Source: an optimization exercise on an open RTL-to-GDS flow (aim: small area and a short achievable clock period). Production flows keep margins and buffers that such runs may drop. The RTL was checked by simulation tests, not by an equivalence proof against the original design. Power and IR drop assume default switching activity.

==> flow/design.v <==
package data_mem_pkg;
  localparam logic [1:0] ST_IDLE  = 2'd0;
  localparam logic [1:0] ST_CLEAR = 2'd1;
  localparam logic [1:0] ST_DUMP  = 2'd2;
  localparam logic [1:0] ST_DONE  = 2'd3;
  localparam logic MODE_CLEAR = 1'b0;
  localparam logic MODE_DUMP  = 1'b1;
endpackage
module cell_ao22 (
  input  logic we,
  input  logic d,
  input  logic nwe,
  input  logic q,
  output logic y
);
  assign y = (we & d) | (nwe & q);
endmodule
module sel_oct (
  input  logic [7:0] s,
  input  logic [7:0] d,
  output logic       y
);
  assign y = |(s & d);
endmodule
module cell_aoi222 (
  input  logic s0,
  input  logic d0,
  input  logic s1,
  input  logic d1,
  input  logic s2,
  input  logic d2,
  output logic y_n
);
  assign y_n = ~((s0 & d0) | (s1 & d1) | (s2 & d2));
endmodule
module or_p #(
  parameter int N = 32
) (
  input  logic [N-1:0] a,
  output logic         y
);
  assign y = |a;
endmodule
module or_n #(
  parameter int N = 4
) (
  input  logic [N-1:0] a_n,
  output logic         y
);
  assign y = ~&a_n;
endmodule
module cell_nor2 (
  input  logic a_n,
  input  logic b_n,
  output logic y
);
  assign y = ~(a_n | b_n);
endmodule
module cell_nand2 (
  input  logic a,
  input  logic b,
  output logic y_n
);
  assign y_n = ~(a & b);
endmodule
module rd_fast (
  input  logic [255:0] sel,
  input  logic [255:0] d,
  output logic         y
);
  logic [31:0] o;    
  logic [15:0] t4_n;
  logic [7:0]  t3;
  logic [3:0]  t2_n;
  for (genvar i = 0; i < 32; i++) begin : g_o
    sel_oct u (.s(sel[8*i +: 8]), .d(d[8*i +: 8]), .y(o[i]));
  end
  for (genvar i = 0; i < 16; i++) begin : g_t4
    cell_nor2 u (.a_n(o[2*i]), .b_n(o[2*i+1]), .y(t4_n[i]));
  end
  for (genvar i = 0; i < 8; i++) begin : g_t3
    cell_nand2 u (.a(t4_n[2*i]), .b(t4_n[2*i+1]), .y_n(t3[i]));
  end
  for (genvar i = 0; i < 4; i++) begin : g_t2
    cell_nor2 u (.a_n(t3[2*i]), .b_n(t3[2*i+1]), .y(t2_n[i]));
  end
  or_n #(.N(4)) u_t0 (.a_n(t2_n), .y(y));
endmodule
module rd_small (
  input  logic [255:0] sel,
  input  logic [255:0] d,
  output logic         y
);
  logic [85:0] l1_n;
  for (genvar i = 0; i < 85; i++) begin : g_l1
    cell_aoi222 u (.s0(sel[3*i]), .d0(d[3*i]), .s1(sel[3*i+1]), .d1(d[3*i+1]),
                   .s2(sel[3*i+2]), .d2(d[3*i+2]), .y_n(l1_n[i]));
  end
  cell_nand2 u_last (.a(sel[255]), .b(d[255]), .y_n(l1_n[85]));
  or_n #(.N(86)) u_or (.a_n(l1_n), .y(y));
endmodule
module mem_array (
  input  logic         clk,
  input  logic [255:0] we,      
  input  logic [255:0] nwe,     
  input  logic [7:0]   wdata,
  input  logic [255:0] rsel,    
  output logic [7:0]   rdata,
  input  logic [255:0] ssel,    
  output logic [7:0]   sdata
);
  logic [7:0] mem [256];
  logic [7:0] mem_d [256];
  logic [255:0] col [8];
  for (genvar i = 0; i < 256; i++) begin : g_word
    for (genvar b = 0; b < 8; b++) begin : g_bit
      cell_ao22 u_hold (.we(we[i]), .d(wdata[b]), .nwe(nwe[i]), .q(mem[i][b]), .y(mem_d[i][b]));
      assign col[b][i] = mem[i][b];
    end
    always_ff @(posedge clk) begin
      mem[i] <= mem_d[i];
    end
  end
  for (genvar b = 0; b < 8; b++) begin : g_rd
    rd_fast  u_cpu   (.sel(rsel), .d(col[b]), .y(rdata[b]));
    rd_small u_sweep (.sel(ssel), .d(col[b]), .y(sdata[b]));
  end
endmodule
module data_mem_sweep (
  input  logic       Clk,
  input  logic       Reset,
  input  logic       Start,
  input  logic       Mode,
  output logic       Busy,
  output logic       Ack,
  input  logic       WriteEn,
  input  logic [7:0] Addr,
  input  logic [7:0] DataIn,
  output logic [7:0] DataOut,
  output logic       DumpValid,
  output logic [7:0] DumpAddr,
  output logic [7:0] DumpData
);
  logic [1:0] state, state_nxt;
  logic [7:0] k;
  logic       clearing;
  logic       we;
  logic [7:0] waddr;
  logic [7:0] wdata;
  logic [15:0] pw_lo, pw_hi, pw_lo_n, pw_hi_n, pr_lo_n, pr_hi_n, ps_lo_n, ps_hi_n;
  logic [255:0] wsel, wsel_n, rsel, ssel;
  logic [7:0] sweep_rdata;
  always_ff @(posedge Clk or posedge Reset) begin
    if (Reset) state <= data_mem_pkg::ST_IDLE;
    else       state <= state_nxt;
  end
  assign Busy     = (state == data_mem_pkg::ST_CLEAR) || (state == data_mem_pkg::ST_DUMP);
  assign Ack      = (state == data_mem_pkg::ST_DONE);
  assign clearing = (state == data_mem_pkg::ST_CLEAR);
  always_comb begin
    state_nxt = state;
    case (state)
      data_mem_pkg::ST_IDLE:
        if (Start) state_nxt = (Mode == data_mem_pkg::MODE_DUMP) ? data_mem_pkg::ST_DUMP
                                                                 : data_mem_pkg::ST_CLEAR;
      data_mem_pkg::ST_CLEAR, data_mem_pkg::ST_DUMP:
        if (k == 8'hFF) state_nxt = data_mem_pkg::ST_DONE;
      default:
        if (!Start) state_nxt = data_mem_pkg::ST_IDLE;
    endcase
  end
  always_ff @(posedge Clk) begin
    k <= Busy ? k + 8'd1 : 8'h00;
  end
  assign we    = clearing || (WriteEn && !Busy);
  assign waddr = clearing ? k : Addr;
  assign wdata = clearing ? 8'h00 : DataIn;
  for (genvar j = 0; j < 16; j++) begin : g_pre
    assign pw_lo[j]   = we && (waddr[3:0] == 4'(j));
    assign pw_hi[j]   = (waddr[7:4] == 4'(j));
    assign pw_lo_n[j] = ~pw_lo[j];
    assign pw_hi_n[j] = ~pw_hi[j];
    assign pr_lo_n[j] = (Addr[3:0] != 4'(j));
    assign pr_hi_n[j] = (Addr[7:4] != 4'(j));
    assign ps_lo_n[j] = (k[3:0] != 4'(j));
    assign ps_hi_n[j] = (k[7:4] != 4'(j));
  end
  for (genvar i = 0; i < 256; i++) begin : g_dec
    cell_nand2 u_wn (.a(pw_lo[i % 16]), .b(pw_hi[i / 16]), .y_n(wsel_n[i]));
    cell_nor2  u_w  (.a_n(pw_lo_n[i % 16]), .b_n(pw_hi_n[i / 16]), .y(wsel[i]));
    cell_nor2  u_r  (.a_n(pr_lo_n[i % 16]), .b_n(pr_hi_n[i / 16]), .y(rsel[i]));
    cell_nor2  u_s  (.a_n(ps_lo_n[i % 16]), .b_n(ps_hi_n[i / 16]), .y(ssel[i]));
  end
  mem_array u_mem (
    .clk   (Clk),
    .we    (wsel),
    .nwe   (wsel_n),
    .wdata (wdata),
    .rsel  (rsel),
    .rdata (DataOut),
    .ssel  (ssel),
    .sdata (sweep_rdata)
  );
  always_ff @(posedge Clk or posedge Reset) begin
    if (Reset) DumpValid <= 1'b0;
    else       DumpValid <= (state == data_mem_pkg::ST_DUMP);
  end
  always_ff @(posedge Clk) begin
    DumpAddr <= k;
    DumpData <= sweep_rdata;
  end
endmodule
==> flow/config.mk <==
export PLATFORM = sky130hd
export DESIGN_NAME = data_mem_sweep
export DESIGN_NICKNAME = data_mem_sweep
export VERILOG_FILES = /design/flow/design.v
export SDC_FILE = /design/flow/constraint.sdc
export NUM_CORES = 4
export LEC_CHECK = 0
export CAP_MARGIN = 20
export CORE_MARGIN = 2
export CORE_UTILIZATION = 40
export CTS_BUF_LIST = sky130_fd_sc_hd__clkbuf_8
export SETUP_SLACK_MARGIN = 2.2
export SLEW_MARGIN = 20
export SYNTH_HIERARCHICAL = 1
export SYNTH_MINIMUM_KEEP_SIZE = 0
==> flow/constraint.sdc <==
create_clock -name core_clock -period 7.0 [get_ports {Clk}]
set_input_delay 1.4000 -clock core_clock [delete_from_list [all_inputs] [get_ports {Clk}]]
set_output_delay 1.4000 -clock core_clock [all_outputs]
set_load 0.01 [all_outputs]
run.sh (not shown) runs the stock make flow with config.mk's settings and CLKGATE_MAP_FILE= SYNTH_SCRIPT=/design/flow/synth_recipe.tcl, a recipe that flattens the netlist after the stock synthesis.
==> next run, changes <==
--- a/flow/design.v
+++ b/flow/design.v
@@ -14,11 +14,11 @@
   output logic y
 );
   assign y = (we & d) | (nwe & q);
 endmodule
-module sel_oct (
-  input  logic [7:0] s,
-  input  logic [7:0] d,
+module sel_quad (
+  input  logic [3:0] s,
+  input  logic [3:0] d,
   output logic       y
 );
   assign y = |(s & d);
 endmodule
@@ -67,25 +67,33 @@
   input  logic [255:0] sel,
   input  logic [255:0] d,
   output logic         y
 );
-  logic [31:0] o;    
-  logic [15:0] t4_n;
-  logic [7:0]  t3;
-  logic [3:0]  t2_n;
-  for (genvar i = 0; i < 32; i++) begin : g_o
-    sel_oct u (.s(sel[8*i +: 8]), .d(d[8*i +: 8]), .y(o[i]));
+  logic [63:0] q;    
+  logic [31:0] t5_n;
+  logic [15:0] t4;
+  logic [7:0]  t3_n;
+  logic [3:0]  t2;
+  logic [1:0]  t1_n;
+  for (genvar i = 0; i < 64; i++) begin : g_q
+    sel_quad u (.s(sel[4*i +: 4]), .d(d[4*i +: 4]), .y(q[i]));
+  end
+  for (genvar i = 0; i < 32; i++) begin : g_t5
+    cell_nor2 u (.a_n(q[2*i]), .b_n(q[2*i+1]), .y(t5_n[i]));
   end
   for (genvar i = 0; i < 16; i++) begin : g_t4
-    cell_nor2 u (.a_n(o[2*i]), .b_n(o[2*i+1]), .y(t4_n[i]));
+    cell_nand2 u (.a(t5_n[2*i]), .b(t5_n[2*i+1]), .y_n(t4[i]));
   end
   for (genvar i = 0; i < 8; i++) begin : g_t3
-    cell_nand2 u (.a(t4_n[2*i]), .b(t4_n[2*i+1]), .y_n(t3[i]));
+    cell_nor2 u (.a_n(t4[2*i]), .b_n(t4[2*i+1]), .y(t3_n[i]));
   end
   for (genvar i = 0; i < 4; i++) begin : g_t2
-    cell_nor2 u (.a_n(t3[2*i]), .b_n(t3[2*i+1]), .y(t2_n[i]));
-  end
-  or_n #(.N(4)) u_t0 (.a_n(t2_n), .y(y));
+    cell_nand2 u (.a(t3_n[2*i]), .b(t3_n[2*i+1]), .y_n(t2[i]));
+  end
+  for (genvar i = 0; i < 2; i++) begin : g_t1
+    cell_nor2 u (.a_n(t2[2*i]), .b_n(t2[2*i+1]), .y(t1_n[i]));
+  end
+  cell_nand2 u_t0 (.a(t1_n[0]), .b(t1_n[1]), .y_n(y));
 endmodule
 module rd_small (
   input  logic [255:0] sel,
   input  logic [255:0] d,
After rerunning: Clock skew increases by 0.029 ns; non-clock buffer count increases by 4; utilization increases by 0.29 points; combinational power decreases by a few percent; worst setup slack got worse by 0.042 ns; global-route usage decreases by 3.2 points; die area increases slightly.

## separate check: timing with driven ports
How much do the figures lean on ideal ports? The routed layouts below were timed once more, with nothing changed but the port constraints.
Step 1: set_driving_cell puts a clkbuf_16 on Clk and a buf_2 on each other input, an assumption about the parent block.
Step 2 adds t to the input delays and takes it off the output delays; t is the mean of the earliest and latest rising clock arrival at the registers after step 1. Input paths then give back, and output paths get back, about the clock's delay inside the block.
Slacks: ideal / step 1 / step 2; pairs: ideal / step 1.
run	shift t [ns]	setup slack, ns	worst register clock-pin slew, ns	pins driven straight from the clock port
the first run	1.197	1.569 / 1.495 / 1.257	0.08 / 0.08	1
the second run	1.184	1.527 / 1.343 / 1.343	0.07 / 0.07	1
After both steps setup and hold are still met in every run listed. The setup slack of the first run, which loses most, moves by -0.074 ns with the drivers and by -0.312 ns with both steps.
